What follows belongs to an exercise in optimizing a design on an open flow for small area, a short achievable clock period and few clock cycles; a production flow would make more cautious choices. RTL that was checked went through simulation tests only; none was proved equivalent to the original. Function not checked in runs 2, 4 and 5: the RTL went through the layout flow alone. No activity file was given, so power comes from the tool's default toggle rates.

<file path="flow/flow/run.sh">
#!/bin/bash
# The standard layout, with the port buffers made of the smallest buffer cell and
# timing repair aiming for extra setup slack
set -euo pipefail
export BUFFER_PORTS_ARGS="-buffer_cell sky130_fd_sc_hd__buf_1"
export SETUP_SLACK_MARGIN=5.3
bash standard.sh > standard_flow.log 2>&1
</file>
<file path="flow/constraint.sdc">
create_clock -name core_clock -period 8.0 [get_ports {clk}]
set_input_delay 1.6000 -clock core_clock [delete_from_list [all_inputs] [get_ports {clk}]]
set_output_delay 1.6000 -clock core_clock [all_outputs]
set_load 0.01 [all_outputs]
</file>
<file path="flow/standard.sh">
#!/bin/bash
# synth_recipe.tcl (not shown) runs the flow's synth.tcl, then flattens the netlist and writes it again
# the make line also repeats each setting of config.mk as NAME=value (left out here)
make -C /OpenROAD-flow-scripts/flow DESIGN_CONFIG=/design/flow/config.mk WORK_HOME=/design/flow/orfs CLKGATE_MAP_FILE= SYNTH_SCRIPT=/design/flow/synth_recipe.tcl "${@:-finish}"
</file>
<file path="flow/config.mk">
export PLATFORM = sky130hd
export DESIGN_NAME = cache_top
export DESIGN_NICKNAME = cache_top
export VERILOG_FILES = /design/flow/design.v
export SDC_FILE = /design/flow/constraint.sdc
export NUM_CORES = 4
export LEC_CHECK = 0
export ABC_CLOCK_PERIOD_IN_PS = 2500
export CAP_MARGIN = 20
export CORE_MARGIN = 2
export CORE_UTILIZATION = 40
export SLEW_MARGIN = 20
</file>
<file path="flow/design.v">
`timescale 1ns/1ns
`default_nettype none
package cache_pkg;
	typedef logic [32-1:0]  word_t;
	typedef logic [30-1:0] paddr_t;    
	typedef logic [28-1:0] laddr_t;    
	typedef logic [128-1:0]  line_t;     
	typedef logic [26-1:0]    tag_t;
	typedef logic [2-1:0]  index_t;
	typedef logic [2-1:0] offset_t;
	typedef logic way_t;
	typedef enum logic [1:0] {
		ST_READY     = 2'd0,    
		ST_WRITEBACK = 2'd1,    
		ST_REFILL    = 2'd2     
	} cache_state_e;
endpackage
`default_nettype wire
`timescale 1ns/1ns
`default_nettype none
module cache_top (
	input  wire         clk,
	input  wire         rst_n,
	input  wire         i_proc_read,
	input  wire         i_proc_write,
	input  wire [30-1:0] i_proc_addr,
	input  wire [32-1:0]  i_proc_wdata,
	output logic [32-1:0]       o_proc_rdata,
	output logic        o_proc_stall,
	output logic        o_mem_read,
	output logic        o_mem_write,
	output logic [28-1:0]      o_mem_addr,
	output logic [128-1:0]       o_mem_wdata,
	input  wire [128-1:0]  i_mem_rdata,
	input  wire         i_mem_ready
);
	logic        valid;
	logic        dirty;    
	logic [28-1:0] tag;    
	logic [128-1:0]  line;
	logic        done;     
	logic        pend;     
	logic        rd;       
	logic        wb;       
	logic [32-1:0] rdata;
	logic [28-1:0] laddr;
	logic [2-1:0] off;
	logic        req;
	logic        fresh;
	logic        hit;
	logic        rd_ready;
	logic        dirty_eff;
	logic        dirty_nxt;
	logic        port_free;
	logic        load_tag;
	logic        start_rd;
	logic        start_wb;
	logic [4-1:0] wen;
	logic [128-1:0]  line_nxt;
	logic [28-1:0] tag_nxt;
	logic [32-1:0] mem_word;
	logic [32-1:0] line_word;
	assign laddr = i_proc_addr[30-1:2];
	assign off   = i_proc_addr[2-1:0];
	assign req   = i_proc_read | i_proc_write;
	assign fresh = ~done & ~pend;
	assign hit   = valid & (tag == laddr);
	assign rd_ready = rd & i_mem_ready;
	assign dirty_eff = dirty & ~(wb & i_mem_ready);
	assign dirty_nxt = dirty_eff | (i_proc_write & (done | rd_ready | (fresh & hit)));
	assign port_free = ~((wb | rd) & ~i_mem_ready);
	assign load_tag  = ((fresh & req) | (pend & ~rd)) & port_free & ~dirty_eff;
	assign start_rd  = load_tag & ~(fresh & hit);
	assign start_wb  = port_free & dirty_nxt;
	always_comb begin
		mem_word  = '0;
		line_word = '0;
		for (int k = 0; k < 4; k++) begin
			wen[k] = done & i_proc_write & (off == k);
			if (off == k) begin
				mem_word  = i_mem_rdata[k*32 +: 32];
				line_word = line[k*32 +: 32];
			end
		end
	end
	assign o_proc_stall = ~done;
	assign o_proc_rdata = rdata;
	assign o_mem_read   = rd;
	assign o_mem_write  = wb;
	assign o_mem_addr   = tag;
	assign o_mem_wdata  = line;
	always_ff @(posedge clk or negedge rst_n) begin
		if (!rst_n) begin
			valid <= 1'b0;
			dirty <= 1'b0;
			done  <= 1'b0;
			pend  <= 1'b0;
			rd    <= 1'b0;
			wb    <= 1'b0;
		end else begin
			dirty <= dirty_nxt;
			done  <= (fresh & req & hit) | rd_ready;
			pend  <= ((fresh & req & ~hit) | pend) & ~rd_ready;
			rd    <= (rd & ~i_mem_ready) | start_rd;
			wb    <= (wb & ~i_mem_ready) | start_wb;
			if (rd_ready)
				valid <= 1'b1;
		end
	end
	always_comb begin
		for (int k = 0; k < 4; k++)
			line_nxt[k*32 +: 32] =
				({32{rd_ready}} & i_mem_rdata[k*32 +: 32]) |
				({32{wen[k]}} & i_proc_wdata) |
				({32{~rd_ready & ~wen[k]}} & line[k*32 +: 32]);
		tag_nxt = tag ^ ({28{load_tag}} & (laddr ^ tag));
	end
	always_ff @(posedge clk) begin
		tag  <= tag_nxt;
		line <= line_nxt;
		rdata <= '1;
		if (i_proc_read & ~done)
			rdata <= rd_ready ? mem_word : line_word;
	end
endmodule
`default_nettype wire
</file>
==> results.sh, run 1 <==
export IMPL_ant_nets=0
export IMPL_period_minus_slack_ns=2.68
export IMPL_slew_headroom_pct=42.7
export IMPL_final_cell_area_um2=11600
export IMPL_avgSynthCellArea_um2=8.81
export IMPL_synth_edf_count=28
export IMPL_critPathKind="in -> reg"
export IMPL_clk_latency_ns=0.44
export IMPL_ys_types=38
export IMPL_worstSetupStartpointType="primary input"
export IMPL_antenna_found_initial=2
export IMPL_grt_overflow=0
export IMPL_required_ns=8.36
export IMPL_core_area_um2=21800
export IMPL_num_rows=54
export IMPL_grt_pass1_wl_um=54300
export IMPL_yosysTopAreaCell="dfxtp_1"
export IMPL_syn_nets=1199
export IMPL_dp_hpwl_um=22500
export IMPL_drv_cap=0
export IMPL_holdWs_ns=0.458
export IMPL_syn_area_um2=8850
export IMPL_grt_pass1_vias=9159
export IMPL_fin_ws_ns=5.32
export IMPL_slew_viol_final=0
export IMPL_dieArea_um2=23300
export IMPL_cts_tree="done"
export IMPL_max_clock_freq_ghz=0.373
export IMPL_dp_cells=1600
export IMPL_viasPerCell=5.67
export IMPL_wl_per_cell_um=21.7
export IMPL_first_iter_violations=771
export IMPL_cts_root_buffer="clkbuf_16"
export IMPL_wirelength_um=36400
export IMPL_yosysSeqAreaShare_pct=47.4
export IMPL_crit_arrival_ns=3.04
export IMPL_synth_flop_cell="dfxtp_1"
export IMPL_grtUsageMet3_pct=6.97
export IMPL_first_pass_iters=7
export IMPL_grt_max_degree=74
export IMPL_io_pins=386
export IMPL_synth_area_leaders="dfxtp_1 36%, nand2_1 14%, edfxtp_1 9.5%"
export IMPL_synth_async_reset_ratio_pct=3.09
export IMPL_ys_ff_latch=194
export IMPL_track_usage_pct=30.1
export IMPL_cts_buffer_depth=2
export IMPL_r2r_slack_ns=6.14
export IMPL_hold_viol=0
export IMPL_post_route_drc_count=0
export IMPL_ys_warn_count=1
export IMPL_fin_tns_setup_ns=0
export IMPL_global_route_peak_usage_layer="met2"
export IMPL_htree_levels=4
export IMPL_p_per_area_nw_per_um2=387
export IMPL_period_share_pct=33.5
export IMPL_pre_cts_ws_ns=3.76
export IMPL_use_met2_pct=49.7
export IMPL_synth_top_cell_area_share_pct=36.2
export IMPL_holdBufCountCts=0
export IMPL_finalNonFillerCells=1676
export IMPL_place_area_um2=10300
export IMPL_rsz0062_at_grt="yes"
export IMPL_cp_max_fo=73
export IMPL_status="complete, no violations"
export IMPL_use_met1_pct=37.8
export IMPL_fin_skew_ns=0.0139
export IMPL_cts_buffers=17
export IMPL_worstHoldPathType="reg -> reg"
export IMPL_initial_core_util_pct=40.7
export IMPL_worst_slew_pin_transition_ns=0.856
export IMPL_final_nets=1576
export IMPL_routabilityCongestion=0.856
export IMPL_die_w_um=153
export IMPL_finalSetupViolCount=0
export IMPL_cp_end_kind="flop"
export IMPL_clkSinkCount=194
export IMPL_clk_pin_slew_ns=0.07
export IMPL_vdd_ir_drop_max_v=0.000205
export IMPL_vias=9506
export IMPL_die_h_um=153
export IMPL_layout_drive_gt1_share_pct=9.54
export IMPL_io_buffers=385
export IMPL_syn_to_final_growth_pct=30.9
export IMPL_synth_cells=1004
export IMPL_total_leakage_power_uw=0.00456
-- cell type report --
cell class                      instances  area, um^2
Clock inverter                         11         119
Clock buffer                           21         462
Sequential cell                       194        4200
Inverter                                1        3.75
Antenna cell                            2        5.00
Timing Repair Buffer                  426        2060
Fill cell                            2201       10200
Multi-Input combinational cell        741        4380
Tap cell                              280         350
-- worst max-delay path: stages --
cell	delay, ns
buf_2	0.23
and2_4	0.28
buf_16	0.31
nand2_1	0.16
a21oi_1	0.21
a211oi_1	0.09
o21ai_0	0.11
-- cells in the final DEF (no fill, tap or decap), types with 18 or more instances in the layout --
cell and instances:
nand2_1 324, a221oi_1 59, mux2_2 26, a21oi_1 34
xnor2_1 25, o21ai_1 20, buf_1 380, edfxtp_1 28
clkbuf_16 18, a211oi_1 39, dfxtp_1 160, a22oi_1 96
nand3_1 32
-- metal layers --
| layer | routed length (um) | vias up |
|---|---|---|
| met1 | 14800 | 4508 |
| met4 | 1220 | 0 |
| met3 | 3140 | 77 |
| met5 | 0 | - |
| met2 | 17200 | 524 |
| li1 | - | 4397 |
-- worst paths after layout --
path | from | to | cells after the start
max in group asynchronous | rst_n | rd | 1
worst max-delay path | i_mem_ready | rdata[0] | 7
worst min-delay path | line[127] | line[127] | 2
min in group asynchronous | rst_n | valid | 1
worst max register to register | rd | rdata[0] | 7
worst min register to register | line[127] | line[127] | 2
-- logic make-up after synthesis --
logic type | Yosys count | share of synthesized area (%)
XOR/XNOR | 28 | 2.77
flip-flops | 194 | 47.4
multiplexers | 32 | 3.99
buffers and inverters | 80 | 5.43
AO/OA/AOI/OAI | 269 | 21.8
AND/OR/NAND/NOR | 401 | 18.6
-- what timing repair did --
action,4_1_cts,5_1_grt
gates cloned,12,0
hold endpoints to repair,0,0
setup endpoints to repair,162,120
buffers inserted,24,6
pin swaps,13,2
gates resized for setup,32,13
-- synthesized netlist by cell type (2+ instances only) --
library cell / instances
buf_4: 6
nand2b_1: 2
a211oi_1: 39
edfxtp_1: 28
o21ai_0: 17
xnor2_1: 25
mux2_2: 26
nor2_4: 2
buf_6: 12
xor2_1: 3
dfxtp_1: 160
nand4_1: 8
a22oi_1: 96
o21ai_1: 20
a21oi_1: 34
dfrtp_1: 6
nand2_2: 2
buf_2: 45
a221oi_1: 59
nand3_1: 32
nand2_1: 326
clkbuf_1: 15
mux2i_1: 6
nor2_2: 3
nor2b_1: 6
nor2_1: 14
-- power by group --
group	internal, uW	leakage, uW	switching, uW	total (uW)
sequential	1460	0.00167	322	1780
combinational	706	0.00260	1120	1830
clock	459	0.000286	405	864
total	2630	0.00456	1850	4480
-- through the flow --
| stage | util [%] | power (uW) |
|---|---|---|
| 2_1_floorplan | - | 2800 |
| 3_3_place_gp | 47.4 | 3420 |
| 3_5_place_dp | 47.4 | 3440 |
| 4_1_cts | 52.5 | 4450 |
| 5_1_grt | 53.2 | 4750 |
| 6_report | 53.2 | 4480 |
Testbench counts, summed over its fixed seeds: cycles 107,445.
==> run 2: changes to the inputs <==
--- a/flow/design.v
+++ b/flow/design.v
@@ -56,6 +56,7 @@
 	logic        start_rd;
 	logic        start_wb;
 	logic [4-1:0] wen;
+	logic [4-1:0] wsel;    
 	logic [128-1:0]  line_nxt;
 	logic [28-1:0] tag_nxt;
 	logic [32-1:0] mem_word;
@@ -76,7 +77,7 @@
 		mem_word  = '0;
 		line_word = '0;
 		for (int k = 0; k < 4; k++) begin
-			wen[k] = done & i_proc_write & (off == k);
+			wen[k] = done & wsel[k];
 			if (off == k) begin
 				mem_word  = i_mem_rdata[k*32 +: 32];
 				line_word = line[k*32 +: 32];
@@ -110,17 +111,19 @@
 	always_comb begin
 		for (int k = 0; k < 4; k++)
 			line_nxt[k*32 +: 32] =
-				({32{rd_ready}} & i_mem_rdata[k*32 +: 32]) |
+				({32{rd}} & i_mem_rdata[k*32 +: 32]) |
 				({32{wen[k]}} & i_proc_wdata) |
-				({32{~rd_ready & ~wen[k]}} & line[k*32 +: 32]);
-		tag_nxt = tag ^ ({28{load_tag}} & (laddr ^ tag));
+				({32{~rd & ~wen[k]}} & line[k*32 +: 32]);
+		tag_nxt = ({28{load_tag}} & laddr) | ({28{~load_tag}} & tag);
 	end
 	always_ff @(posedge clk) begin
 		tag  <= tag_nxt;
+		for (int k = 0; k < 4; k++)
+			wsel[k] <= i_proc_write & (off == k);
 		line <= line_nxt;
 		rdata <= '1;
 		if (i_proc_read & ~done)
-			rdata <= rd_ready ? mem_word : line_word;
+			rdata <= rd ? mem_word : line_word;    
 	end
 endmodule
 `default_nettype wire
==> run 2 against run 1 <==
  * Largest power group unchanged
  * Cell count is 5.1% lower
  * Worst setup slack worse by 0.0049 ns
  * Area after synthesis up 2.2%
  * Sequential power increased by 4%
  * Critical path type unchanged
  * Highest routed layer unchanged
  * Still clean
  * Sequential cell count up 4
  * Largest cell class unchanged
  * Cell area decreased by 0.28%
  * Synthesized cell count decreased by 6.7%
==> results.sh, run 2 <==
export IMPL_die_h_um=154
export IMPL_cts_root_buffer="clkbuf_16"
export IMPL_die_w_um=154
export IMPL_r2r_slack_ns=5.43
export IMPL_final_common_cell="buf_1"
export IMPL_viasPerCell=5.48
export IMPL_final_nets=1487
export IMPL_period_minus_slack_ns=2.69
export IMPL_htree_levels=4
export IMPL_grt_overflow=0
export IMPL_met1Wirelength_um=13600
export IMPL_nFillCells=2172
export IMPL_antenna_found_initial=0
export IMPL_grt_pass1_wl_um=48500
export IMPL_slew_headroom_pct=26.4
export IMPL_synth_flop_cell="dfxtp_1"
export IMPL_first_iter_violations=574
export IMPL_vias=8714
export IMPL_met3_length_um=2600
export IMPL_ys_ff_latch=198
export IMPL_cp_end_kind="flop"
export IMPL_ys_types=37
export IMPL_slew_viol_final=0
export IMPL_hold_viol=0
export IMPL_cts_tree="done"
export IMPL_crit_arrival_ns=2.77
export IMPL_synth_top_cells_by_count="278 x nand2_1, 164 x dfxtp_1, 145 x a22oi_1"
export IMPL_wirelength_um=32800
export IMPL_synth_cells=937
export IMPL_cts_buffer_depth=2
export IMPL_ant_nets=0
export IMPL_dp_cells=1536
export IMPL_yosysSeqAreaShare_pct=47.3
export IMPL_p_per_area_nw_per_um2=409
export IMPL_required_ns=8.09
export IMPL_met2WireLength_um=16000
export IMPL_clk_pin_slew_ns=0.08
export IMPL_ys_warn_count=1
export IMPL_dieArea_um2=23800
export IMPL_syn_area_um2=9040
export IMPL_post_route_drc_count=0
export IMPL_synth_area_leaders="dfxtp_1 36%, a22oi_1 12%, nand2_1 12%"
export IMPL_yosysTopAreaCell="dfxtp_1"
export IMPL_first_pass_iters=7
export IMPL_wl_per_cell_um=20.6
export IMPL_worst_slew_pin_transition_ns=1.10
export IMPL_finalPower_uw=4720
export IMPL_finalNonFillerCells=1590
export IMPL_io_buffers=385
export IMPL_layout_drive_gt1_share_pct=10.1
export IMPL_cp_max_fo=14
export IMPL_cts_buffers=17
export IMPL_clk_latency_ns=0.44
export IMPL_holdBufCountCts=0
export IMPL_grt_pass1_vias=8219
export IMPL_synth_top_cell_area_share_pct=36.3
export IMPL_fin_tns_setup_ns=0
export IMPL_finalSetupViolCount=0
export IMPL_drv_cap=0
export IMPL_multiInputGateArea_um2=4550
export IMPL_layout_common_cells="379 x buf_1, 276 x nand2_1, 164 x dfxtp_1"
export IMPL_top_layer_used="met4"
export IMPL_core_area_um2=22400
export IMPL_max_clock_freq_ghz=0.372
export IMPL_rr_startpoint="rd"
export IMPL_r2r_end="rdata[6]"
export IMPL_seq_area_um2=4280
export IMPL_antenna_cells=0
export IMPL_synth_edf_count=28
export IMPL_synth_most_common_cell="nand2_1"
export IMPL_vdd_ir_drop_max_v=0.000167
export IMPL_synth_async_reset_ratio_pct=3.03
export IMPL_period_share_pct=33.6
export IMPL_worstHoldPathType="reg -> reg"
export IMPL_grt_max_degree=94
export IMPL_io_pins=386
export IMPL_num_rows=55
export IMPL_dp_hpwl_um=21100
export IMPL_syn_nets=1132
export IMPL_initial_core_util_pct=40.3
export IMPL_routabilityCongestion=0.802
export IMPL_clkSinkCount=198
export IMPL_avgSynthCellArea_um2=9.65
export IMPL_r2r_cells=5
export IMPL_status="complete, no violations"
export IMPL_total_leakage_power_uw=0.00455
export IMPL_worstSetupStartpointType="primary input"
export IMPL_fin_skew_ns=0.0155
export IMPL_crit_start="i_proc_read"
export IMPL_track_usage_pct=26.5
export IMPL_critPathKind="in -> reg"
export IMPL_rsz0062_at_grt="yes"
export IMPL_syn_to_final_growth_pct=27.7
[run 2: cell types whose count changed in the layout (fill, tap and decap cells not counted), moves of 16 or more]
cell / before / now
a221oi_1: 59 / 2
nand2_1: 324 / 276
a22oi_1: 96 / 142
mux2i_1: 6 / 48
a211oi_1: 39 / 0
mux4_2: 0 / 32
nand3_1: 32 / 2
mux2_2: 26 / 0
o21ai_1: 20 / 3
a21oi_1: 34 / 18
or3_1: 0 / 16
[run 2: timing repair]
item                       CTS  global route
buffers inserted            14             1
gates cloned                 4             3
gates resized for setup     12             6
setup endpoints to repair   67            19
pin swaps                    1             1
[run 2: final cells by class]
class / instances / area share, %
clock inverters: 15 / 1.34
repair buffers: 405 / 15.1
flip-flops and latches: 198 / 37.1
inverters: 9 / 0.293
multi-input cells: 661 / 39.4
clock buffers: 17 / 3.68
well taps: 285 / 3.09
[run 2: layer usage]
layer	track usage, %	vias to the layer above
met3	6.08	34
met1	34.2	4185
met5	0	-
met2	45.4	403
li1	-	4092
met4	6.00	0
[run 2: worst min path at each step]
stage          depth (start not counted)   endpoint  startpoint  slack [ns]
4_1_cts                                2  line[116]   line[116]        0.45
3_3_place_gp                           2  line[118]   line[118]        0.44
5_1_grt                                2   line[23]    line[23]        0.47
6_report                               2  line[119]   line[119]        0.46
3_5_place_dp                           2  line[116]   line[116]        0.44
2_1_floorplan                          1      valid       valid        0.43
[run 2: logic make-up after synthesis]
group / after synthesis / share of synthesized area (%)
simple gates: 340 / 15.3
compound gates: 213 / 17.7
flops: 198 / 47.3
buf+inv: 83 / 4.17
mux: 80 / 13.3
xor+xnor: 23 / 2.23
[run 2: power breakdown]
| group | leakage, uW | total [uW] | switching (uW) | internal [uW] |
|---|---|---|---|---|
| logic | 0.00257 | 2010 | 1230 | 776 |
| clock network | 0.000281 | 858 | 440 | 418 |
| registers | 0.00170 | 1850 | 354 | 1500 |
[run 2: worst max-delay path, cell delays in order]
cell and delay (ns):
buf_1 0.29, o21a_1 0.20, nand2_1 0.18, a21oi_4 0.49
[run 2: stage by stage]
step / hold slack (ns) / utilization (%) / setup slack (ns) / cell area (um^2)
2_1_floorplan: 0.427 / - / 5.19 / 9130
3_3_place_gp: 0.437 / 47.3 / 4.20 / 10600
3_5_place_dp: 0.444 / 47.3 / 4.13 / 10600
4_1_cts: 0.454 / 51.0 / 5.25 / 11400
5_1_grt: 0.472 / 51.5 / 5.22 / 11500
6_report: 0.457 / 51.5 / 5.31 / 11500
==> run 3: changes to the inputs <==
--- a/flow/design.v
+++ b/flow/design.v
@@ -58,9 +58,7 @@
 	logic [4-1:0] wen;
 	logic [4-1:0] wsel;    
 	logic [128-1:0]  line_nxt;
-	logic [28-1:0] tag_nxt;
-	logic [32-1:0] mem_word;
-	logic [32-1:0] line_word;
+	logic [32-1:0] nxt_word;
 	assign laddr = i_proc_addr[30-1:2];
 	assign off   = i_proc_addr[2-1:0];
 	assign req   = i_proc_read | i_proc_write;
@@ -74,13 +72,11 @@
 	assign start_rd  = load_tag & ~(fresh & hit);
 	assign start_wb  = port_free & dirty_nxt;
 	always_comb begin
-		mem_word  = '0;
-		line_word = '0;
+		nxt_word  = '0;
 		for (int k = 0; k < 4; k++) begin
 			wen[k] = done & wsel[k];
 			if (off == k) begin
-				mem_word  = i_mem_rdata[k*32 +: 32];
-				line_word = line[k*32 +: 32];
+				nxt_word  = line_nxt[k*32 +: 32];
 			end
 		end
 	end
@@ -114,16 +110,16 @@
 				({32{rd}} & i_mem_rdata[k*32 +: 32]) |
 				({32{wen[k]}} & i_proc_wdata) |
 				({32{~rd & ~wen[k]}} & line[k*32 +: 32]);
-		tag_nxt = ({28{load_tag}} & laddr) | ({28{~load_tag}} & tag);
 	end
 	always_ff @(posedge clk) begin
-		tag  <= tag_nxt;
+		if (load_tag)
+			tag <= laddr;
 		for (int k = 0; k < 4; k++)
 			wsel[k] <= i_proc_write & (off == k);
 		line <= line_nxt;
 		rdata <= '1;
 		if (i_proc_read & ~done)
-			rdata <= rd ? mem_word : line_word;    
+			rdata <= nxt_word;    
 	end
 endmodule
 `default_nettype wire
==> flow/flow/run.sh (replaced) <==
#!/bin/bash
# The standard layout, with:
#  - the port buffers made of the smallest buffer cell,
#  - timing repair aiming for extra setup slack,
#  - clock tree synthesis without dummy loads and free to use smaller clock buffers.
set -euo pipefail
export BUFFER_PORTS_ARGS="-buffer_cell sky130_fd_sc_hd__buf_1"
export SETUP_SLACK_MARGIN=5.3
export CTS_ARGS="-sink_clustering_enable -repair_clock_nets -dont_use_dummy_load -buf_list {sky130_fd_sc_hd__clkbuf_4 sky130_fd_sc_hd__clkbuf_8 sky130_fd_sc_hd__clkbuf_16}"
bash standard.sh finish > standard_flow.log 2>&1
==> run 3 against run 2 <==
  * Largest power group unchanged
  * Combinational power is essentially flat
  * Sequential cell count did not move
  * Clock skew up 0.0072 ns
==> results.sh, run 3 <==
export IMPL_status="complete, no violations"
export IMPL_vdd_ir_drop_max_v=0.000237
export IMPL_grt_pass1_wl_um=42200
export IMPL_fin_tns_setup_ns=0
export IMPL_regMostFlops="line"
export IMPL_syn_nets=983
export IMPL_post_route_drc_count=0
export IMPL_crit_arrival_ns=3.12
export IMPL_intPower_uw=2660
export IMPL_final_nets=1356
export IMPL_syn_to_final_growth_pct=27.6
export IMPL_switchingPower_uw=1820
export IMPL_die_h_um=149
export IMPL_synth_top_cells_by_count="164 x dfxtp_1, 135 x inv_1, 129 x a22oi_1"
export IMPL_avgSynthCellArea_um2=10.6
export IMPL_clk_pin_slew_ns=0.06
export IMPL_synth_async_reset_ratio_pct=3.03
export IMPL_drv_cap=0
export IMPL_first_iter_violations=423
export IMPL_cts_tree="done"
export IMPL_initial_core_util_pct=41.1
export IMPL_dp_hpwl_um=18400
export IMPL_period_share_pct=34.8
export IMPL_r2r_slack_ns=5.48
export IMPL_viasPerCell=5.22
export IMPL_ys_ff_latch=198
export IMPL_antenna_found_initial=0
export IMPL_finalNonFillerCells=1430
export IMPL_io_pins=386
export IMPL_combinationalPowerShare_pct=45.5
export IMPL_dieArea_um2=22100
export IMPL_track_usage_pct=25.4
export IMPL_worstHoldPathType="reg -> reg"
export IMPL_worstSetupStartpointType="primary input"
export IMPL_ant_nets=0
export IMPL_final_common_cell="buf_1"
export IMPL_holdBufCountCts=0
export IMPL_dp_cells=1391
export IMPL_hold_viol=0
export IMPL_cts_buffers=17
export IMPL_syn_area_um2=8370
export IMPL_ys_warn_count=1
export IMPL_io_buffers=385
export IMPL_routabilityCongestion=0.845
export IMPL_rr_startpoint="done"
export IMPL_rsz0062_at_grt="yes"
export IMPL_synth_edf_count=28
export IMPL_wl_per_cell_um=20.2
export IMPL_p_seq_share_pct=38.8
export IMPL_grt_pass1_vias=7343
export IMPL_synth_flop_cell="dfxtp_1"
export IMPL_nFillCells=2015
export IMPL_synth_top_cell_area_share_pct=39.2
export IMPL_core_area_um2=20400
export IMPL_crit_end="dirty"
export IMPL_r2r_end="rdata[0]"
export IMPL_worst_slew_pin_transition_ns=1.07
export IMPL_p_per_area_nw_per_um2=419
export IMPL_crit_start="i_proc_addr[25]"
export IMPL_die_w_um=149
export IMPL_fin_skew_ns=0.0227
export IMPL_synth_cells=788
export IMPL_reg_top3="line (128), rdata (32), tag (28)"
export IMPL_max_clock_freq_ghz=0.359
export IMPL_cts_root_buffer="clkbuf_16"
export IMPL_num_rows=52
export IMPL_cts_buffer_depth=2
export IMPL_yosysTopAreaCell="dfxtp_1"
export IMPL_wirelength_um=28800
export IMPL_layout_drive_gt1_share_pct=8.71
export IMPL_required_ns=8.34
export IMPL_clkSinkCount=198
export IMPL_fin_util_pct=52.4
export IMPL_slew_viol_final=0
export IMPL_pwr_share_clk_pct=15.6
export IMPL_slew_headroom_pct=29.0
export IMPL_r2r_cells=7
export IMPL_holdWs_ns=0.462
export IMPL_cp_end_kind="flop"
export IMPL_largest_register_ffs=128
export IMPL_ys_types=36
export IMPL_grt_overflow=0
export IMPL_finalPower_uw=4470
export IMPL_total_leakage_power_uw=0.00445
export IMPL_grt_max_degree=96
export IMPL_period_minus_slack_ns=2.78
export IMPL_layout_common_cells="378 x buf_1, 164 x dfxtp_1, 135 x inv_1"
export IMPL_synth_area_leaders="dfxtp_1 39%, a22oi_1 12%, a21boi_1 10%"
export IMPL_synth_most_common_cell="dfxtp_1"
export IMPL_vias=7458
export IMPL_yosysSeqAreaShare_pct=51.1
export IMPL_sw_frac_of_total_pct=40.6
export IMPL_finalSetupViolCount=0
export IMPL_cp_max_fo=2
export IMPL_first_pass_iters=6
export IMPL_critPathKind="in -> reg"
export IMPL_clk_latency_ns=0.43
export IMPL_htree_levels=4
==> run 3: cell count changes after synthesis, sizes merged, moves of 16 or more <==
cell	change
a21boi	+128
a22oi	-16
buf	+22
clkbuf	-41
inv	+126
mux2i	-48
nand2	-237
nor2	-16
o21ai	-18
xnor2	-16
xor2	+19
==> run 3: worst min-delay path by stage <==
| stage | slack (ns) | depth (start not counted) | to | start |
|---|---|---|---|---|
| final | 0.46 | 2 | line[84] | line[84] |
| after CTS | 0.46 | 2 | line[36] | line[36] |
| after global routing | 0.48 | 2 | line[84] | line[84] |
| after global placement | 0.44 | 2 | line[36] | line[36] |
| after floorplan | 0.43 | 1 | valid | valid |
| after detailed placement | 0.45 | 2 | line[84] | line[84] |
==> run 3: what timing repair did <==
| item | 4_1_cts | 5_1_grt |
|---|---|---|
| endpoints found under the hold margin | 0 | 0 |
| gates resized for setup | 12 | 13 |
| gates cloned | 5 | 0 |
| pin swaps | 12 | 7 |
| setup buffers | 13 | 3 |
| setup endpoints to repair | 63 | 30 |
==> run 3: layout make-up <==
cell class	count	area, um^2	share of cell area (%)
sequential	198	4280	40.1
multi-input combinational	405	3470	32.5
timing repair buffer	404	1660	15.5
inverter	135	507	4.74
clock buffer	17	425	3.98
tap	270	338	3.16
antenna	1	2.50	0.0234
==> run 3: power groups by stage <==
stage          sequential, uW  combinational [uW]  clock (uW)
2_1_floorplan            1940                1000           0
3_3_place_gp             1790                1820           0
3_5_place_dp             1790                1850           0
4_1_cts                  1730                2020         717
5_1_grt                  1780                2230         753
6_report                 1740                2040         700
==> run 3: routing by layer <==
metal / track usage (%) / vias up / routed length [um]
met5: 0 / - / 0
met4: 6.57 / 0 / 405
met3: 5.34 / 31 / 1770
met2: 44.7 / 284 / 14600
met1: 32.0 / 3613 / 12100
li1: - / 3530 / -
==> run 3: per-stage QoR <==
stage               setup WS, ns  instance area (um^2)
finish                      5.22                 10700
global route                5.16                 10700
CTS                         5.19                 10600
detailed placement          4.56                  9970
global placement            4.60                  9970
floorplan                   4.97                  8430
==> run 3: worst max-delay path, stage by stage <==
cell      delay, ns
clkbuf_2       0.10
xnor2_2        0.14
o211ai_1       0.13
or3_1          0.33
or4_4          0.54
buf_4          0.16
o21ai_2        0.12
==> run 3: cell families (layout without fill, tap and decap cells) <==
kind of cell / count (synthesis) / after routing / synth area share (%)
AOI/OAI and AO/OA: 274 / 275 / 24.5
xor gates and xnor gates: 26 / 26 / 2.72
buffers and inverters: 190 / 556 / 9.39
DFF: 198 / 198 / 51.1
muxes: 32 / 32 / 8.61
other: 0 / 1 / 0
and+or+nand+nor: 68 / 72 / 3.77
Testbench counts of run 3, summed over its fixed seeds: cycles 107,445.
==> run 4: changes to the inputs <==
--- a/flow/design.v
+++ b/flow/design.v
@@ -58,7 +58,9 @@
 	logic [4-1:0] wen;
 	logic [4-1:0] wsel;    
 	logic [128-1:0]  line_nxt;
-	logic [32-1:0] nxt_word;
+	logic [28-1:0] tag_nxt;
+	logic [32-1:0] mem_word;
+	logic [32-1:0] line_word;
 	assign laddr = i_proc_addr[30-1:2];
 	assign off   = i_proc_addr[2-1:0];
 	assign req   = i_proc_read | i_proc_write;
@@ -72,11 +74,13 @@
 	assign start_rd  = load_tag & ~(fresh & hit);
 	assign start_wb  = port_free & dirty_nxt;
 	always_comb begin
-		nxt_word  = '0;
+		mem_word  = '0;
+		line_word = '0;
 		for (int k = 0; k < 4; k++) begin
 			wen[k] = done & wsel[k];
 			if (off == k) begin
-				nxt_word  = line_nxt[k*32 +: 32];
+				mem_word  = i_mem_rdata[k*32 +: 32];
+				line_word = line[k*32 +: 32];
 			end
 		end
 	end
@@ -107,19 +111,19 @@
 	always_comb begin
 		for (int k = 0; k < 4; k++)
 			line_nxt[k*32 +: 32] =
-				({32{rd}} & i_mem_rdata[k*32 +: 32]) |
+				({32{rd_ready}} & i_mem_rdata[k*32 +: 32]) |
 				({32{wen[k]}} & i_proc_wdata) |
-				({32{~rd & ~wen[k]}} & line[k*32 +: 32]);
+				({32{~rd_ready & ~wen[k]}} & line[k*32 +: 32]);
+		tag_nxt = tag ^ ({28{load_tag}} & (laddr ^ tag));
 	end
 	always_ff @(posedge clk) begin
-		if (load_tag)
-			tag <= laddr;
+		tag  <= tag_nxt;
 		for (int k = 0; k < 4; k++)
 			wsel[k] <= i_proc_write & (off == k);
 		line <= line_nxt;
 		rdata <= '1;
 		if (i_proc_read & ~done)
-			rdata <= nxt_word;    
+			rdata <= rd_ready ? mem_word : line_word;
 	end
 endmodule
 `default_nettype wire
==> flow/flow/run.sh (replaced) <==
#!/bin/bash
# The standard layout, with:
#  - the port buffers made of the smallest buffer cell,
#  - timing repair aiming for extra setup slack,
#  - the slow many-input OR/NOR cells (or4*, nor4*, nor3*) added to the platform's
#    don't-use list (flow/dont_use.txt holds the platform's list and these), so that
#    the tag compare maps to faster gates.
set -euo pipefail
here=$(cd "$(dirname "$0")" && pwd)
export BUFFER_PORTS_ARGS="-buffer_cell sky130_fd_sc_hd__buf_1"
export SETUP_SLACK_MARGIN=5.3
bash standard.sh "DONT_USE_CELLS=$(cat "$here/dont_use.txt")" finish > standard_flow.log 2>&1
==> flow/flow/dont_use.txt (new file) <==
sky130_fd_sc_hd__probe_p_8 sky130_fd_sc_hd__probec_p_8 sky130_fd_sc_hd__lpflow_bleeder_1 sky130_fd_sc_hd__lpflow_clkbufkapwr_1 sky130_fd_sc_hd__lpflow_clkbufkapwr_16 sky130_fd_sc_hd__lpflow_clkbufkapwr_2 sky130_fd_sc_hd__lpflow_clkbufkapwr_4 sky130_fd_sc_hd__lpflow_clkbufkapwr_8 sky130_fd_sc_hd__lpflow_clkinvkapwr_1 sky130_fd_sc_hd__lpflow_clkinvkapwr_16 sky130_fd_sc_hd__lpflow_clkinvkapwr_2 sky130_fd_sc_hd__lpflow_clkinvkapwr_4 sky130_fd_sc_hd__lpflow_clkinvkapwr_8 sky130_fd_sc_hd__lpflow_decapkapwr_12 sky130_fd_sc_hd__lpflow_decapkapwr_3 sky130_fd_sc_hd__lpflow_decapkapwr_4 sky130_fd_sc_hd__lpflow_decapkapwr_6 sky130_fd_sc_hd__lpflow_decapkapwr_8 sky130_fd_sc_hd__lpflow_inputiso0n_1 sky130_fd_sc_hd__lpflow_inputiso0p_1 sky130_fd_sc_hd__lpflow_inputiso1n_1 sky130_fd_sc_hd__lpflow_inputiso1p_1 sky130_fd_sc_hd__lpflow_inputisolatch_1 sky130_fd_sc_hd__lpflow_isobufsrc_1 sky130_fd_sc_hd__lpflow_isobufsrc_16 sky130_fd_sc_hd__lpflow_isobufsrc_2 sky130_fd_sc_hd__lpflow_isobufsrc_4 sky130_fd_sc_hd__lpflow_isobufsrc_8 sky130_fd_sc_hd__lpflow_isobufsrckapwr_16 sky130_fd_sc_hd__lpflow_lsbuf_lh_hl_isowell_tap_1 sky130_fd_sc_hd__lpflow_lsbuf_lh_hl_isowell_tap_2 sky130_fd_sc_hd__lpflow_lsbuf_lh_hl_isowell_tap_4 sky130_fd_sc_hd__lpflow_lsbuf_lh_isowell_4 sky130_fd_sc_hd__lpflow_lsbuf_lh_isowell_tap_1 sky130_fd_sc_hd__lpflow_lsbuf_lh_isowell_tap_2 sky130_fd_sc_hd__lpflow_lsbuf_lh_isowell_tap_4 sky130_fd_sc_hd__or4_1 sky130_fd_sc_hd__or4_2 sky130_fd_sc_hd__or4_4 sky130_fd_sc_hd__or4b_1 sky130_fd_sc_hd__or4b_2 sky130_fd_sc_hd__or4b_4 sky130_fd_sc_hd__or4bb_1 sky130_fd_sc_hd__or4bb_2 sky130_fd_sc_hd__or4bb_4 sky130_fd_sc_hd__nor4_1 sky130_fd_sc_hd__nor4_2 sky130_fd_sc_hd__nor4_4 sky130_fd_sc_hd__nor4b_1 sky130_fd_sc_hd__nor4b_2 sky130_fd_sc_hd__nor4b_4 sky130_fd_sc_hd__nor4bb_1 sky130_fd_sc_hd__nor4bb_2 sky130_fd_sc_hd__nor4bb_4 sky130_fd_sc_hd__nor3_1 sky130_fd_sc_hd__nor3_2 sky130_fd_sc_hd__nor3_4 sky130_fd_sc_hd__nor3b_1 sky130_fd_sc_hd__nor3b_2 sky130_fd_sc_hd__nor3b_4
==> run 4 against run 3 <==
  * Still clean
  * Utilization shrank 0.074 points
  * Worst setup slack improved by 0.027 ns
  * Sequential power increased by 3%
  * Clock-buffer cell count increased by 3
  * Die area rose by 5.0%
  * Synthesized cell count rose by 28%
  * Maximum frequency up 0.97%
  * Combinational power shrank 18%
  * Cell area is 6.4% higher
  * Wire length is 20% higher
  * Clock power is 21% higher
  * Global-route usage increased by 3.0 points
  * Critical path type unchanged
  * Largest power group is now sequential cells
==> results.sh, run 4 <==
export IMPL_status="complete, no violations"
export IMPL_syn_to_final_growth_pct=29.1
export IMPL_synth_top_cell_area_share_pct=37.3
export IMPL_synth_top_cells_by_count="330 x nand2_1, 164 x dfxtp_1, 96 x a22oi_1"
export IMPL_fin_skew_ns=0.0125
export IMPL_seq_area_um2=4280
export IMPL_synth_cells=1012
export IMPL_clk_latency_ns=0.44
export IMPL_drv_cap=0
export IMPL_layout_common_cells="381 x buf_1, 328 x nand2_1, 164 x dfxtp_1"
export IMPL_wl_per_cell_um=20.8
export IMPL_use_met2_pct=47.7
export IMPL_cts_buffers=17
export IMPL_synth_flop_cell="dfxtp_1"
export IMPL_pre_cts_ws_ns=4.04
export IMPL_io_buffers=385
export IMPL_ys_types=38
export IMPL_die_w_um=152
export IMPL_cts_root_buffer="clkbuf_16"
export IMPL_final_common_cell="buf_1"
export IMPL_initial_core_util_pct=40.6
export IMPL_intPower_uw=2550
export IMPL_r2r_cells=5
export IMPL_cts_buffer_depth=2
export IMPL_yosysTopAreaCell="dfxtp_1"
export IMPL_holdBufCountCts=0
export IMPL_synth_area_leaders="dfxtp_1 37%, nand2_1 14%, edfxtp_1 9.6%"
export IMPL_rsz0062_at_grt="yes"
export IMPL_die_h_um=152
export IMPL_core_area_um2=21700
export IMPL_fin_ws_ns=5.24
export IMPL_cp_end_kind="flop"
export IMPL_fin_util_pct=52.4
export IMPL_first_iter_violations=695
export IMPL_clkSinkCount=198
export IMPL_layout_drive_gt1_share_pct=9.17
export IMPL_avgSynthCellArea_um2=8.69
export IMPL_clk_pin_slew_ns=0.08
export IMPL_grtUsageMet3_pct=5.57
export IMPL_crit_start="i_mem_ready"
export IMPL_final_nets=1567
export IMPL_grt_overflow=0
export IMPL_finalNonFillerCells=1666
export IMPL_required_ns=8.38
export IMPL_vdd_ir_drop_max_v=0.000150
export IMPL_ant_nets=0
export IMPL_slew_headroom_pct=24.6
export IMPL_r2r_slack_ns=5.67
export IMPL_switchingPower_uw=1780
export IMPL_dp_hpwl_um=21400
export IMPL_p_per_area_nw_per_um2=381
export IMPL_r2r_end="line[25]"
export IMPL_track_usage_pct=28.5
export IMPL_yosysSeqAreaShare_pct=48.6
export IMPL_synth_most_common_cell="nand2_1"
export IMPL_synth_edf_count=28
export IMPL_worstHoldPathType="reg -> reg"
export IMPL_first_pass_iters=5
export IMPL_vias=9384
export IMPL_worstPathCellList="buf_2, and2_4, nor2_2, nand2_1, nand2_1"
export IMPL_fin_tns_setup_ns=0
export IMPL_total_leakage_power_uw=0.00442
export IMPL_sw_frac_of_total_pct=41.2
export IMPL_routabilityCongestion=0.807
export IMPL_p_seq_share_pct=41.7
export IMPL_antenna_found_initial=1
export IMPL_rr_startpoint="done"
export IMPL_cp_max_fo=16
export IMPL_critPathKind="in -> reg"
export IMPL_finalSetupViolCount=0
export IMPL_crit_arrival_ns=3.14
export IMPL_cts_tree="done"
export IMPL_grt_max_degree=80
export IMPL_hold_viol=0
export IMPL_syn_nets=1207
export IMPL_viasPerCell=5.63
export IMPL_period_minus_slack_ns=2.76
export IMPL_critical_path_max_stage_delay_ns=0.87
export IMPL_worst_slew_pin_transition_ns=1.13
export IMPL_path_common_cell="nand2_1"
export IMPL_grt_pass1_vias=9078
export IMPL_nFillCells=2154
export IMPL_post_route_drc_count=0
export IMPL_syn_area_um2=8800
export IMPL_period_share_pct=34.5
export IMPL_combinationalPowerShare_pct=38.8
export IMPL_multiInputGateArea_um2=4350
export IMPL_cpMaxStageDelayCell="nor2_2"
export IMPL_global_route_peak_usage_layer="met2"
export IMPL_dieArea_um2=23200
export IMPL_max_clock_freq_ghz=0.363
export IMPL_grt_pass1_wl_um=52300
export IMPL_ys_ff_latch=198
export IMPL_io_pins=386
export IMPL_wirelength_um=34700
export IMPL_crit_end="line[25]"
export IMPL_htree_levels=4
export IMPL_pwr_share_clk_pct=19.6
export IMPL_synth_async_reset_ratio_pct=3.03
export IMPL_use_met1_pct=36.6
export IMPL_dp_cells=1605
export IMPL_ys_warn_count=1
export IMPL_worstSetupStartpointType="primary input"
export IMPL_slew_viol_final=0
export IMPL_num_rows=54
==> run 4: area by class of cell <==
| type | instances | share of cell area [%] |
|---|---|---|
| well taps | 280 | 3.08 |
| repair buffers | 412 | 15.8 |
| inverters | 5 | 0.165 |
| multi-input cells | 738 | 38.3 |
| clock inverters | 12 | 1.02 |
| flip-flops and latches | 198 | 37.6 |
| clock buffers | 20 | 3.93 |
| diodes | 1 | 0.0220 |
==> run 4: logic make-up after synthesis <==
family	count (synthesis)	share of synthesized area, %
buffers and inverters	85	3.94
AND/OR/NAND/NOR	401	18.4
AO/OA/AOI/OAI	274	22.8
flip-flops	198	48.6
XOR/XNOR	22	2.19
multiplexers	32	4.10
==> run 4: how the worst min path moves through the flow <==
stage | end | cells past startpoint | start
2_1_floorplan | valid | 1 | valid
6_report | line[27] | 2 | line[27]
4_1_cts | line[27] | 2 | line[27]
3_5_place_dp | line[27] | 2 | line[27]
5_1_grt | line[82] | 2 | line[82]
3_3_place_gp | line[10] | 2 | line[10]
==> run 4: critical path, delay by kind of cell <==
| kind | cells | cell delay [ns] |
|---|---|---|
| buf+inv | 1 | 0.17 |
| simple gates | 4 | 1.33 |
==> run 4: stage by stage <==
| stage | total power [uW] | instance area (um^2) | hold WS [ns] |
|---|---|---|---|
| CTS | 4290 | 11200 | 0.459 |
| global placement | 3360 | 10400 | 0.442 |
| floorplan | 2730 | 8840 | 0.435 |
| finish | 4330 | 11400 | 0.458 |
| detailed placement | 3380 | 10400 | 0.448 |
| global route | 4610 | 11400 | 0.478 |
==> run 4: power by group through the flow <==
| stage | clock, uW | combinational (uW) | sequential (uW) |
|---|---|---|---|
| finish | 848 | 1680 | 1800 |
| global placement | 0 | 1540 | 1820 |
| detailed placement | 0 | 1560 | 1820 |
| floorplan | 0 | 785 | 1950 |
| global route | 904 | 1850 | 1850 |
| CTS | 860 | 1630 | 1800 |
==> run 4: what timing repair did <==
action	in CTS	in global routing
cloned	7	2
pin swaps	5	7
setup endpoints to repair	192	134
resized for setup	16	9
buffers inserted	14	5
==> run 4: metal layers <==
metal  routed length [um]  part of all wire (%)
met5                    0                     0
met4                 1050                   3.0
met3                 2670                   7.7
met2                16500                    48
met1                14500                    42
==> run 5: changes to the inputs <==
--- a/flow/design.v
+++ b/flow/design.v
@@ -111,10 +111,10 @@
 	always_comb begin
 		for (int k = 0; k < 4; k++)
 			line_nxt[k*32 +: 32] =
-				({32{rd_ready}} & i_mem_rdata[k*32 +: 32]) |
+				({32{rd}} & i_mem_rdata[k*32 +: 32]) |
 				({32{wen[k]}} & i_proc_wdata) |
-				({32{~rd_ready & ~wen[k]}} & line[k*32 +: 32]);
-		tag_nxt = tag ^ ({28{load_tag}} & (laddr ^ tag));
+				({32{~rd & ~wen[k]}} & line[k*32 +: 32]);
+		tag_nxt = ({28{load_tag}} & laddr) | ({28{~load_tag}} & tag);
 	end
 	always_ff @(posedge clk) begin
 		tag  <= tag_nxt;
@@ -123,7 +123,7 @@
 		line <= line_nxt;
 		rdata <= '1;
 		if (i_proc_read & ~done)
-			rdata <= rd_ready ? mem_word : line_word;
+			rdata <= rd ? mem_word : line_word;    
 	end
 endmodule
 `default_nettype wire
==> run 5 against run 4 <==
  * Register-to-register slack got worse by 0.11 ns
  * Wire length decreased by 2.6%
  * First-iteration DRC count increased by 1.6%
  * Sequential cell count unchanged
  * Largest cell class unchanged
  * Sequential share of layout area decreased by 0.83 points
  * Critical path type is now reg -> out
  * Hold slack got worse by 0.0045 ns
  * Die area increased by 2.9%
  * Synthesized cell count decreased by 7.4%
  * Non-clock buffer count decreased by 7
==> results.sh, run 5 <==
export IMPL_status="complete, no violations"
export IMPL_crit_arrival_ns=1.06
export IMPL_clk_latency_ns=0.44
export IMPL_critical_path_max_stage_delay_ns=0.37
export IMPL_cts_buffer_depth=2
export IMPL_final_cell_area_um2=11600
export IMPL_routabilityCongestion=0.842
export IMPL_p_per_area_nw_per_um2=409
export IMPL_grt_pass1_wl_um=49600
export IMPL_critPathKind="reg -> out"
export IMPL_ys_warn_count=1
export IMPL_worst_slew_pin_transition_ns=1.13
export IMPL_cp_max_fo=3
export IMPL_avgSynthCellArea_um2=9.67
export IMPL_grt_pass1_vias=8682
export IMPL_finalSetupViolCount=0
export IMPL_layout_drive_gt1_share_pct=10.5
export IMPL_slew_headroom_pct=24.7
export IMPL_antenna_cells=0
export IMPL_initial_core_util_pct=40.4
export IMPL_final_nets=1487
export IMPL_period_minus_slack_ns=2.66
export IMPL_syn_nets=1132
export IMPL_rr_startpoint="done"
export IMPL_cpLargestDelayFamily="flip-flops"
export IMPL_fin_util_pct=51.8
export IMPL_period_share_pct=33.3
export IMPL_r2r_slack_ns=5.56
export IMPL_first_iter_violations=706
export IMPL_track_usage_pct=27.1
export IMPL_antenna_found_initial=1
export IMPL_r2r_end="line[18]"
export IMPL_worstPathCellList="buf_1"
export IMPL_synth_async_reset_ratio_pct=3.03
export IMPL_r2r_cells=5
export IMPL_critPathBufInv=1
export IMPL_synth_cells=937
export IMPL_first_pass_iters=8
export IMPL_whs_path_depth=2
export IMPL_rsz0062_at_grt="yes"
export IMPL_synth_edf_count=28
export IMPL_min_to="line[8]"
export IMPL_holdWs_ns=0.453
export IMPL_total_leakage_power_uw=0.00458
export IMPL_synth_top_cells_by_count="278 x nand2_1, 164 x dfxtp_1, 145 x a22oi_1"
export IMPL_ant_nets=0
export IMPL_cts_root_buffer="clkbuf_16"
export IMPL_syn_area_um2=9060
export IMPL_clkSinkCount=198
export IMPL_slew_viol_final=0
export IMPL_hold_viol=0
export IMPL_io_pins=386
export IMPL_yosysTopAreaCell="dfxtp_1"
export IMPL_num_rows=55
export IMPL_hp_start="line[8]"
export IMPL_fin_tns_setup_ns=0
export IMPL_layout_common_cells="380 x buf_1, 276 x nand2_1, 164 x dfxtp_1"
export IMPL_fin_skew_ns=0.0170
export IMPL_yosysSeqAreaShare_pct=47.2
export IMPL_cts_buffers=17
export IMPL_syn_to_final_growth_pct=28.3
export IMPL_final_common_cell="buf_1"
export IMPL_required_ns=6.40
export IMPL_io_buffers=385
export IMPL_cpMaxStageDelayCell="dfxtp_1"
export IMPL_grt_max_degree=89
export IMPL_cts_tree="done"
export IMPL_post_route_drc_count=0
export IMPL_die_w_um=155
export IMPL_synth_top_cell_area_share_pct=36.2
export IMPL_synth_area_leaders="dfxtp_1 36%, a22oi_1 12%, nand2_1 12%"
export IMPL_die_h_um=155
export IMPL_clk_pin_slew_ns=0.08
export IMPL_vias=8891
export IMPL_ys_ff_latch=198
export IMPL_htree_levels=4
export IMPL_ys_types=41
export IMPL_dp_hpwl_um=21700
export IMPL_core_area_um2=22400
export IMPL_holdBufCountCts=0
export IMPL_max_clock_freq_ghz=0.376
export IMPL_wirelength_um=33800
export IMPL_nFillCells=2185
export IMPL_worstSetupStartpointType="flop"
export IMPL_wl_per_cell_um=21.2
export IMPL_vdd_ir_drop_max_v=0.000163
export IMPL_synth_most_common_cell="nand2_1"
export IMPL_place_area_um2=10700
export IMPL_grt_overflow=0
export IMPL_dieArea_um2=23900
export IMPL_cp_end_kind="output pin"
export IMPL_drv_cap=0
export IMPL_viasPerCell=5.59
export IMPL_worstHoldPathType="reg -> reg"
export IMPL_synth_flop_cell="dfxtp_1"
[run 5: changes by cell type after synthesis, moves of 18 or more]
| cell | before | now |
|---|---|---|
| nand3_1 | 33 | 1 |
| mux2i_1 | 0 | 48 |
| mux2_2 | 32 | 0 |
| a211oi_1 | 32 | 0 |
| a22oi_1 | 96 | 145 |
| o21ai_0 | 37 | 19 |
| mux4_2 | 0 | 32 |
| a221oi_1 | 64 | 4 |
| nand2_1 | 330 | 278 |
[run 5: worst max path at each step]
stage / from / end / slack (ns) / cells past startpoint
after floorplan: i_proc_addr[0] / rdata[13] / 5.19 / 7
after global placement: i_proc_addr[1] / rdata[5] / 4.19 / 5
after detailed placement: i_proc_addr[1] / rdata[2] / 4.09 / 5
after CTS: i_proc_read / rdata[8] / 5.23 / 4
after global routing: line[69] / o_mem_wdata[69] / 5.28 / 1
final: line[69] / o_mem_wdata[69] / 5.34 / 1
[run 5: logic make-up (layout without fill, tap and decap cells)]
family	after synthesis	in the layout	share of synthesized area, %
and+or+nand+nor	341	345	15.5
DFF	198	198	47.2
xor gates and xnor gates	22	22	2.13
buffers and inverters	82	445	4.11
AOI/OAI and AO/OA	214	215	17.8
muxes	80	80	13.3
[run 5: metrics by stage]
step	std cells	power, uW	setup slack [ns]
after floorplan	937	3050	5.19
after global placement	1537	3770	4.19
after detailed placement	1537	3790	4.09
after CTS	1583	4710	5.23
after global routing	1590	5060	5.28
final	1590	4750	5.34
[run 5: area by class of cell]
cell class              count  area, um^2  area share (%)
clock inverters            14         143            1.23
inverters                   8        30.0           0.258
clock buffers              18         429            3.69
flip-flops and latches    198        4280            36.8
multi-input cells         662        4610            39.6
well taps                 285         357            3.07
repair buffers            405        1780            15.3
[run 5: per-layer routing]
metal | GRT usage (%) | routed length (um) | vias up
met2 | 46.6 | 16500 | 435
met5 | 0 | 13 | -
met1 | 32.9 | 13600 | 4295
li1 | - | - | 4103
met4 | 8.55 | 761 | 2
met3 | 7.68 | 2890 | 56
[run 5: timing repair]
item | 4_1_cts | 5_1_grt
pin swaps | 0 | 2
setup buffers | 10 | 4
setup endpoints to repair | 66 | 34
cloned | 4 | 3
resized for setup | 10 | 9
[run 5: power breakdown]
part	switching [uW]	total (uW)	internal, uW
logic	1250	2050	798
registers	352	1850	1500
clock network	415	854	439
==> run 6: changes to the inputs <==
--- a/flow/design.v
+++ b/flow/design.v
@@ -58,9 +58,7 @@
 	logic [4-1:0] wen;
 	logic [4-1:0] wsel;    
 	logic [128-1:0]  line_nxt;
-	logic [28-1:0] tag_nxt;
-	logic [32-1:0] mem_word;
-	logic [32-1:0] line_word;
+	logic [32-1:0] nxt_word;
 	assign laddr = i_proc_addr[30-1:2];
 	assign off   = i_proc_addr[2-1:0];
 	assign req   = i_proc_read | i_proc_write;
@@ -74,13 +72,11 @@
 	assign start_rd  = load_tag & ~(fresh & hit);
 	assign start_wb  = port_free & dirty_nxt;
 	always_comb begin
-		mem_word  = '0;
-		line_word = '0;
+		nxt_word  = '0;
 		for (int k = 0; k < 4; k++) begin
 			wen[k] = done & wsel[k];
 			if (off == k) begin
-				mem_word  = i_mem_rdata[k*32 +: 32];
-				line_word = line[k*32 +: 32];
+				nxt_word  = line_nxt[k*32 +: 32];
 			end
 		end
 	end
@@ -114,16 +110,16 @@
 				({32{rd}} & i_mem_rdata[k*32 +: 32]) |
 				({32{wen[k]}} & i_proc_wdata) |
 				({32{~rd & ~wen[k]}} & line[k*32 +: 32]);
-		tag_nxt = ({28{load_tag}} & laddr) | ({28{~load_tag}} & tag);
 	end
 	always_ff @(posedge clk) begin
-		tag  <= tag_nxt;
+		if (load_tag)
+			tag <= laddr;
 		for (int k = 0; k < 4; k++)
 			wsel[k] <= i_proc_write & (off == k);
 		line <= line_nxt;
 		rdata <= '1;
 		if (i_proc_read & ~done)
-			rdata <= rd ? mem_word : line_word;    
+			rdata <= nxt_word;    
 	end
 endmodule
 `default_nettype wire
==> run 6 against run 5 <==
  * Hold slack got worse by 0.0030 ns
  * Utilization rose by 0.76 points
  * Cell area fell by 7.9%
  * Critical path depth rose by 1
  * Non-clock buffer count fell by 7
  * Clock power fell by 2%
  * Power fell by 4.1%
  * Die area fell by 7.4%
  * Clock skew fell by 0.0042 ns
  * Register-to-register slack got worse by 0.16 ns
  * Cell count fell by 9.4%
==> results.sh, run 6 <==
export IMPL_core_area_um2=20400
export IMPL_first_pass_iters=5
export IMPL_hold_viol=0
export IMPL_cts_root_buffer="clkbuf_16"
export IMPL_holdBufCountCts=0
export IMPL_pre_cts_ws_ns=4.86
export IMPL_crit_arrival_ns=1.07
export IMPL_hp_start="valid"
export IMPL_antenna_found_initial=1
export IMPL_r2r_end="rdata[30]"
export IMPL_p_per_area_nw_per_um2=426
export IMPL_reg_top3="line (128), rdata (32), tag (28)"
export IMPL_cp_max_fo=5
export IMPL_initial_core_util_pct=41.1
export IMPL_syn_nets=984
export IMPL_rr_startpoint="done"
export IMPL_io_buffers=385
export IMPL_r2r_slack_ns=5.40
export IMPL_clk_pin_slew_ns=0.07
export IMPL_worst_slew_pin_transition_ns=1.12
export IMPL_layout_common_cells="381 x buf_1, 164 x dfxtp_1, 137 x inv_1"
export IMPL_grt_max_degree=97
export IMPL_final_cell_area_um2=10700
export IMPL_drv_cap=0
export IMPL_synth_top_cells_by_count="164 x dfxtp_1, 137 x inv_1, 129 x a22oi_1"
export IMPL_synth_async_reset_ratio_pct=3.03
export IMPL_fin_tns_setup_ns=0
export IMPL_cp_end_kind="output pin"
export IMPL_htree_levels=4
export IMPL_post_route_drc_count=0
export IMPL_viasPerCell=5.20
export IMPL_num_rows=52
export IMPL_synth_most_common_cell="dfxtp_1"
export IMPL_ys_warn_count=1
export IMPL_avgSynthCellArea_um2=10.6
export IMPL_die_h_um=149
export IMPL_vdd_ir_drop_max_v=0.000164
export IMPL_max_clock_freq_ghz=0.375
export IMPL_dieArea_um2=22100
export IMPL_wirelength_um=28900
export IMPL_final_common_cell="buf_1"
export IMPL_clk_latency_ns=0.43
export IMPL_synth_area_leaders="dfxtp_1 39%, a22oi_1 12%, edfxtp_1 10%"
export IMPL_required_ns=6.40
export IMPL_grt_overflow=0
export IMPL_period_minus_slack_ns=2.67
export IMPL_final_nets=1351
export IMPL_critPathKind="reg -> out"
export IMPL_cts_buffer_depth=2
export IMPL_grt_pass1_vias=7300
export IMPL_slew_viol_final=0
export IMPL_largest_register_ffs=128
export IMPL_slew_headroom_pct=25.3
export IMPL_grt_pass1_wl_um=41200
export IMPL_ys_ff_latch=198
export IMPL_whs_path_depth=2
export IMPL_period_share_pct=33.3
export IMPL_rsz0062_at_grt="yes"
export IMPL_io_pins=386
export IMPL_min_to="valid"
export IMPL_yosysSeqAreaShare_pct=51.1
export IMPL_routabilityCongestion=0.839
export IMPL_r2r_cells=6
export IMPL_worstHoldPathType="reg -> reg"
export IMPL_global_route_peak_usage_layer="met2"
export IMPL_ys_types=34
export IMPL_synth_edf_count=28
export IMPL_yosysTopAreaCell="dfxtp_1"
export IMPL_status="complete, no violations"
export IMPL_fin_ws_ns=5.33
export IMPL_grtUsageMet3_pct=5.40
export IMPL_first_iter_violations=317
export IMPL_total_leakage_power_uw=0.00443
export IMPL_syn_area_um2=8370
export IMPL_track_usage_pct=25.0
export IMPL_ant_nets=0
export IMPL_worstSetupStartpointType="flop"
export IMPL_syn_to_final_growth_pct=28.0
export IMPL_finalSetupViolCount=0
export IMPL_clkSinkCount=198
export IMPL_use_met1_pct=31.0
export IMPL_cts_tree="done"
export IMPL_die_w_um=149
export IMPL_synth_flop_cell="dfxtp_1"
export IMPL_vias=7490
export IMPL_layout_drive_gt1_share_pct=8.47
export IMPL_cts_buffers=17
export IMPL_place_area_um2=9940
export IMPL_synth_cells=789
export IMPL_wl_per_cell_um=20.1
export IMPL_fin_skew_ns=0.0127
export IMPL_synth_top_cell_area_share_pct=39.2
export IMPL_dp_hpwl_um=18800
export IMPL_nFillCells=2000
export IMPL_use_met2_pct=43.9
export IMPL_regMostFlops="line"
-- run 6: changes by cell type after synthesis, sizes merged, moves of 17 or more --
cell    delta
clkbuf    -41
nand2    -241
a221oi    -17
mux2i     -48
a21boi   +128
buf       +22
inv      +129
-- run 6: worst max-delay path by stage --
stage | slack [ns] | end | cells after the start | startpoint
after global routing | 5.28 | tag[13] | 4 | i_proc_write
after floorplan | 5.32 | rdata[10] | 4 | i_proc_addr[0]
after CTS | 5.31 | o_proc_stall | 2 | done
after detailed placement | 4.86 | rdata[1] | 5 | rd
final | 5.33 | o_proc_stall | 2 | done
after global placement | 4.91 | rdata[31] | 5 | rd
-- run 6: what timing repair did --
action                     CTS  global route
pin swaps                    4             3
cloned                       4             1
setup endpoints to repair   34            51
buffers inserted             4             7
gates resized for setup      6             3
-- run 6: report_power, final --
group	switching (uW)	internal, uW
sequential	263	1500
clock	405	433
combinational	1190	771
total	1860	2700
-- run 6: metal layers --
layer,wire [um],vias up
met5,0,-
met4,380,0
met3,2170,18
met2,14600,322
met1,11700,3625
li1,-,3525
-- run 6: cell type report --
cell class,count,area (um^2),share of cell area (%)
tap,270,338,3.15
antenna,1,2.50,0.0234
inverter,137,514,4.80
clock inverter,14,134,1.25
sequential,198,4280,40.0
timing repair buffer,398,1590,14.9
multi-input combinational,404,3410,31.8
clock buffer,18,439,4.10
-- run 6: critical path, stage by stage, from the launching register on --
cell and delay (ns):
dfrtp_2 0.44, inv_1 0.10, buf_6 0.11
-- run 6: logic make-up after synthesis --
family                    Yosys count  share of synthesized area (%)
AOI/OAI and AO/OA                 276                           24.5
DFF                               198                           51.1
buffers and inverters             192                           9.43
and+or+nand+nor                    65                           3.68
muxes                              32                           8.61
xor gates and xnor gates           26                           2.72
-- run 6: stage by stage --
| step | hold slack, ns | instances | util, % | power, uW |
|---|---|---|---|---|
| after floorplan | 0.414 | 789 | - | 2920 |
| after global placement | 0.431 | 1391 | 48.8 | 3600 |
| after detailed placement | 0.440 | 1391 | 48.8 | 3620 |
| after CTS | 0.458 | 1431 | 52.1 | 4540 |
| after global routing | 0.501 | 1439 | 52.6 | 4860 |
| final | 0.450 | 1440 | 52.6 | 4560 |
Testbench counts of run 6, summed over its fixed seeds: cycles 107,445.
==> run 7: changes to the inputs <==
==> flow/flow/run.sh (replaced) <==
#!/bin/bash
# The standard layout, with:
#  - the port buffers made of the smallest buffer cell,
#  - timing repair aiming for extra setup slack,
#  - the slow many-input OR/NOR cells (or4*, nor4*, nor3*) added to the platform's
#    don't-use list (flow/dont_use.txt holds the platform's list and these), so that
#    the tag compare maps to faster gates,
#  - clock tree synthesis without dummy loads and built of clkbuf_8 cells.
set -euo pipefail
here=$(cd "$(dirname "$0")" && pwd)
export BUFFER_PORTS_ARGS="-buffer_cell sky130_fd_sc_hd__buf_1"
export SETUP_SLACK_MARGIN=5.3
export CTS_ARGS="-sink_clustering_enable -repair_clock_nets -dont_use_dummy_load -buf_list {sky130_fd_sc_hd__clkbuf_8}"
bash standard.sh "DONT_USE_CELLS=$(cat "$here/dont_use.txt")" finish > standard_flow.log 2>&1
==> run 7 against run 6 <==
  * Wire length down 0.16%
  * Critical endpoint is now o_mem_read
  * Sequential power is essentially flat
  * Sequential share of layout area grew 0.77 points
==> results.sh, run 7 <==
export IMPL_status="complete, no violations"
export IMPL_num_rows=52
export IMPL_antenna_found_initial=2
export IMPL_io_pins=386
export IMPL_p_per_area_nw_per_um2=407
export IMPL_total_leakage_power_uw=0.00436
export IMPL_required_ns=6.40
export IMPL_worstPathCellList="buf_6"
export IMPL_avgSynthCellArea_um2=10.6
export IMPL_regMostFlops="line"
export IMPL_r2r_end="rdata[12]"
export IMPL_fin_tns_setup_ns=0
export IMPL_core_area_um2=20400
export IMPL_syn_to_final_growth_pct=25.5
export IMPL_ys_warn_count=1
export IMPL_cpMaxStageDelayCell="dfrtp_4"
export IMPL_grt_pass1_wl_um=40900
export IMPL_finalPower_uw=4280
export IMPL_largest_register_ffs=128
export IMPL_crit_end="o_mem_read"
export IMPL_dp_hpwl_um=18800
export IMPL_fin_ws_ns=5.33
export IMPL_synth_area_leaders="dfxtp_1 39%, a22oi_1 12%, edfxtp_1 10%"
export IMPL_synth_top_cells_by_count="164 x dfxtp_1, 137 x inv_1, 129 x a22oi_1"
export IMPL_synth_async_reset_ratio_pct=3.03
export IMPL_r2r_cells=6
export IMPL_fin_skew_ns=0.0365
export IMPL_period_share_pct=33.4
export IMPL_first_pass_iters=5
export IMPL_worst_slew_pin_transition_ns=1.12
export IMPL_wirelength_um=28800
export IMPL_rsz0062_at_grt="yes"
export IMPL_period_minus_slack_ns=2.67
export IMPL_layout_common_cells="378 x buf_1, 164 x dfxtp_1, 136 x inv_1"
export IMPL_htree_levels=4
export IMPL_pre_cts_ws_ns=4.86
export IMPL_routabilityCongestion=0.839
export IMPL_synth_top_family_by_area="compound AO/OA/AOI/OAI gates"
export IMPL_clkSinkCount=198
export IMPL_synth_compound_area_share_pct=24.5
export IMPL_cts_tree="done"
export IMPL_grt_overflow=0
export IMPL_final_nets=1367
export IMPL_ys_ff_latch=198
export IMPL_crit_start="rd"
export IMPL_rr_startpoint="done"
export IMPL_grt_pass1_vias=7214
export IMPL_yosysSeqAreaShare_pct=51.1
export IMPL_crit_arrival_ns=1.07
export IMPL_synth_cells=789
export IMPL_r2r_slack_ns=5.39
export IMPL_whs_path_depth=2
export IMPL_grt_max_degree=97
export IMPL_syn_area_um2=8370
export IMPL_synth_flop_cell="dfxtp_1"
export IMPL_finalSetupViolCount=0
export IMPL_critPathKind="reg -> out"
export IMPL_viasPerCell=5.21
export IMPL_yosysTopAreaCell="dfxtp_1"
export IMPL_cp_max_fo=3
export IMPL_synth_adder_area_share_pct=0
export IMPL_clk_latency_ns=0.46
export IMPL_crit_cells=1
export IMPL_layout_drive_gt1_share_pct=8.89
export IMPL_holdBufCountCts=0
export IMPL_critical_path_max_stage_delay_ns=0.50
export IMPL_first_iter_violations=334
export IMPL_ant_nets=0
export IMPL_cpLargestDelayFamily="flip-flops"
export IMPL_worstHoldPathType="reg -> reg"
export IMPL_cp_end_kind="output pin"
export IMPL_synth_top_cell_area_share_pct=39.2
export IMPL_vdd_ir_drop_max_v=0.000172
export IMPL_syn_nets=984
export IMPL_final_common_cell="buf_1"
export IMPL_cts_buffers=17
export IMPL_slew_headroom_pct=25.3
export IMPL_track_usage_pct=24.9
export IMPL_synth_area_mux_share_pct=8.61
export IMPL_worstSetupStartpointType="flop"
export IMPL_slew_viol_final=0
export IMPL_die_w_um=149
export IMPL_synthXorXnorAreaFrac_pct=2.72
export IMPL_clk_pin_slew_ns=0.10
export IMPL_dieArea_um2=22100
export IMPL_initial_core_util_pct=41.1
export IMPL_cts_buffer_depth=2
export IMPL_vias=7508
export IMPL_synth_most_common_cell="dfxtp_1"
export IMPL_ys_types=34
export IMPL_die_h_um=149
export IMPL_synth_edf_count=28
export IMPL_io_buffers=385
export IMPL_synthSimpleGateAreaFrac_pct=3.68
export IMPL_post_route_drc_count=0
export IMPL_hold_viol=0
export IMPL_reg_top3="line (128), rdata (32), tag (28)"
export IMPL_critPathBufInv=1
export IMPL_wl_per_cell_um=20.0
export IMPL_cts_root_buffer="clkbuf_8"
export IMPL_max_clock_freq_ghz=0.374
export IMPL_drv_cap=0
## run 7: cell counts after synthesis
No cell type changed its count.
## run 7: timing repair
| action | 4_1_cts | 5_1_grt |
|---|---|---|
| endpoints found under the setup margin | 35 | 31 |
| resized for setup | 8 | 5 |
| pin swaps | 4 | 5 |
| gates cloned | 4 | 0 |
| buffers inserted | 6 | 21 |
## run 7: worst reg2reg max path: stages, from the launching register on
cell,delay (ns)
dfrtp_2,0.43
buf_4,0.16
and2_2,0.54
nor2_4,0.69
a21boi_1,0.20
mux4_2,0.47
nand2_1,0.07
## run 7: metrics by stage
stage / hold slack (ns) / instances / area (um^2) / util [%]
CTS: 0.462 / 1418 / 10300 / 50.5
floorplan: 0.414 / 789 / 8390 / -
detailed placement: 0.440 / 1391 / 9940 / 48.8
finish: 0.455 / 1442 / 10500 / 51.6
global placement: 0.431 / 1391 / 9940 / 48.8
global route: 0.504 / 1441 / 10500 / 51.6
## run 7: how the worst min path moves through the flow
| stage | from | to | slack (ns) |
|---|---|---|---|
| 2_1_floorplan | valid | valid | 0.41 |
| 3_3_place_gp | valid | valid | 0.43 |
| 3_5_place_dp | valid | valid | 0.44 |
| 4_1_cts | valid | valid | 0.46 |
| 5_1_grt | line[60] | line[60] | 0.50 |
| 6_report | valid | valid | 0.46 |
## run 7: power breakdown
part,switching (uW),total [uW],internal (uW)
Clock,311,500,189
Combinational,1200,2020,820
Sequential,259,1760,1500
## run 7: final cells by class
type / count / area, um^2
Fill cell: 2020 / 9860
Sequential cell: 198 / 4280
Multi-Input combinational cell: 403 / 3390
Timing Repair Buffer: 415 / 1740
Inverter: 137 / 514
Tap cell: 270 / 338
Clock buffer: 17 / 234
Antenna cell: 2 / 5.00
## run 7: cells by family (layout without fill, tap and decap cells)
kind of cell           count (synthesis)  count (layout)
XOR/XNOR                              26              26
other                                  0               2
AND/OR/NAND/NOR                       65              69
flip-flops                           198             198
buffers and inverters                192             569
AO/OA/AOI/OAI                        276             276
multiplexers                          32              32
## run 7: layer usage
layer	part of all wire, %	GRT usage [%]	vias to the layer above
met5	0	0	-
met4	1.3	6.05	0
met3	8.4	6.35	23
met2	51	43.9	345
met1	40	30.5	3602
li1	-	-	3538

Check on run 7: ideal ports give 5.328 ns setup slack; a clkbuf_16 on the clock port and buf_2 on the inputs give 5.284 ns; moving port delays by the midpoint clock arrival (0.485 ns) as well gives 4.933 ns.
